From an optimization exercise on the open Yosys and OpenROAD flow, aimed at small area, a short achievable clock period and few clock cycles per item; shortcuts taken in it are not production practice. Only simulation tests tie the RTL to the original design; equivalence was not proved. No activity file was given, so power comes from the tool's default toggle rates.

== run 1 ==
Design priority_tune_note_sequencer_unit, start of the top module:
module priority_tune_note_sequencer_unit #(
    parameter int TUNE_DEPTH = ptns_pkg::TUNE_DEPTH_DEFAULT
) (
    input  wire logic        clk,
    input  wire logic        rst_n,
    input  wire logic        req_valid,
    output logic             req_ready,
    input  wire logic [1:0]  req_command,
    input  wire logic [7:0]  req_word_address,
    input  wire logic [31:0] req_note_word,
    input  wire logic [7:0]  req_tune_start,
    input  wire logic [7:0]  req_request_priority,
    output logic             rsp_valid,
    input  wire logic        rsp_ready,
    output logic             rsp_timer_enable,
    output logic [15:0]      rsp_period,
    output logic [15:0]      rsp_compare,
    output logic             rsp_counter_restart,
    output logic             rsp_pin_forced_low,
    output logic             rsp_note_active,
    output logic [7:0]       rsp_current_priority,
    output logic [7:0]       rsp_note_index,
    input  wire logic        cfg_valid,
    output logic             cfg_ready,
    input  wire logic        cfg_index,
    input  wire logic [15:0] cfg_data
);
Settings: LEC_CHECK=0, CAP_MARGIN=20, CORE_MARGIN=2, CORE_UTILIZATION=40, CTS_CLUSTER_DIAMETER=80, CTS_CLUSTER_SIZE=24, SETUP_SLACK_MARGIN=3.5, SLEW_MARGIN=20; clock period 6.0 ns.
run.sh (not shown) runs the stock make flow with config.mk's settings and CLKGATE_MAP_FILE= SYNTH_SCRIPT=/design/flow/synth_recipe.tcl, a recipe that flattens the netlist after the stock synthesis.
Testbench counts of run 1, summed over its fixed seeds: cycles 6,396, items 6,112.
#### Input delta (run 2 over run 1)
# run 1
export LEC_CHECK = 0
export CAP_MARGIN = 20
export CORE_MARGIN = 2
export CORE_UTILIZATION = 40
export CTS_CLUSTER_DIAMETER = 80
export CTS_CLUSTER_SIZE = 24
export SETUP_SLACK_MARGIN = 3.5
export SLEW_MARGIN = 20
create_clock -name core_clock -period 6.0 [get_ports {clk}]
# run 2
export LEC_CHECK = 0
export ABC_AREA = 1
export CAP_MARGIN = 20
export CORE_MARGIN = 2
export CORE_UTILIZATION = 40
export CTS_CLUSTER_DIAMETER = 80
export CTS_CLUSTER_SIZE = 24
export SETUP_SLACK_MARGIN = 3.7
export SLEW_MARGIN = 20
create_clock -name core_clock -period 6.0 [get_ports {clk}]
Results
- Routing usage on met2: run 2 vs run 1 up 1.7 points
- Looking at destination of the critical timing path, the u_div.rem_q[2] result is from run 1; the r2_w[10] one comes from run 2.
- Looking at non-clock buffer contribution to total cell area across run 2 and run 1, the one that comes out lower is run 1.
- From run 1 to run 2 the numbers moved as follows: clock network fraction of design power decreased by 2.4 points relative to the old numbers, minimum clock period after layout went down, count of clock-buffer cells in the layout lost 3.1%.
- On run 2: fraction of met1 tracks used by global routing is 1.1 points higher than what run 1 gave.
- The type of the most critical hold path comes out in2async in one run and reg2reg in the other, namely in run 1 and run 2 respectively.
- Status: initial core utilization parity (run 1, run 2)
- [run 2 vs run 1] ratio of routed vias to standard cells: lower in run 2
- Relative to run 1, run 2 degrades placeable core area.
- Going from run 1 to run 2, number of logic inverters in the finished layout climbed 250%; power after layout climbed 16%.
Here is what was changed in the inputs of run 3 compared with run 2.
# run 2
export LEC_CHECK = 0
export ABC_AREA = 1
export CAP_MARGIN = 20
export CORE_MARGIN = 2
export CORE_UTILIZATION = 40
export CTS_CLUSTER_DIAMETER = 80
export CTS_CLUSTER_SIZE = 24
export SETUP_SLACK_MARGIN = 3.7
export SLEW_MARGIN = 20
create_clock -name core_clock -period 6.0 [get_ports {clk}]
# run 3
export LEC_CHECK = 0
export ABC_AREA = 1
export CAP_MARGIN = 20
export CORE_MARGIN = 2
export CORE_UTILIZATION = 55
export CTS_CLUSTER_DIAMETER = 80
export CTS_CLUSTER_SIZE = 24
export SETUP_SLACK_MARGIN = 3.5
export SLEW_MARGIN = 20
create_clock -name core_clock -period 6.0 [get_ports {clk}]
==> comparison <==
Of the two candidates, run 2 has the better final worst hold slack and run 3 the worse one. When the final numbers for run 2 and run 3 were put side by side, the area taken by multi-input logic gates turned out to be greater in run 2. [compare] base=run 2 new=run 3: switching part of the total power saw a decrease; net switching power went down by 7.8%; cell area now smaller; least setup slack across all paths after layout moved up. Looking at last element of the critical path, the r2_w[28] result is from run 3; the r2_w[10] one comes from run 2. Between run 3 and run 2, it is run 3 whose leakage component of the power is lower, by about 5%. Comparing run 2 against run 3, there is no change at all in count of unresolved DRC violations after routing. Compare run 2 and run 3 | portion of total power attributed to combinational logic higher: run 2.

## afterwards: timing with drivers on the ports
In the flow no input, the clock included, has a driving cell. The finished layouts below were timed again as built, in two steps.
Step 1: set_driving_cell puts a clkbuf_16 on clk and a buf_2 on each other input, an assumption about the parent block.
Step 2, shift: input delay + t, output delay - t, t = (earliest + latest rising clock arrival at the registers) / 2. This alone moves slack from input paths to output paths.
Three values: ideal, step 1, step 2; two values: the first two.
| run | shift t [ns] | setup WS [ns] | latest minus earliest clock arrival (ns) | slew at the worst register clock pin (ns) | worst data-port slew with drivers (ns) |
|---|---|---|---|---|---|
| run 1 | 0.931 | 3.015 / 3.015 / 2.432 | 0.066 / 0.066 | 0.11 / 0.11 | 0.08 |
| run 2 | 0.944 | 3.120 / 3.120 / 2.696 | 0.096 / 0.097 | 0.11 / 0.11 | 0.12 |
| run 3 | 0.897 | 3.202 / 3.179 / 2.639 | 0.073 / 0.074 | 0.10 / 0.10 | 0.09 |
After both steps every run listed still meets setup and hold. The setup slack of run 1, which loses most, moves by 0.000 ns with the drivers and by -0.583 ns with both steps.
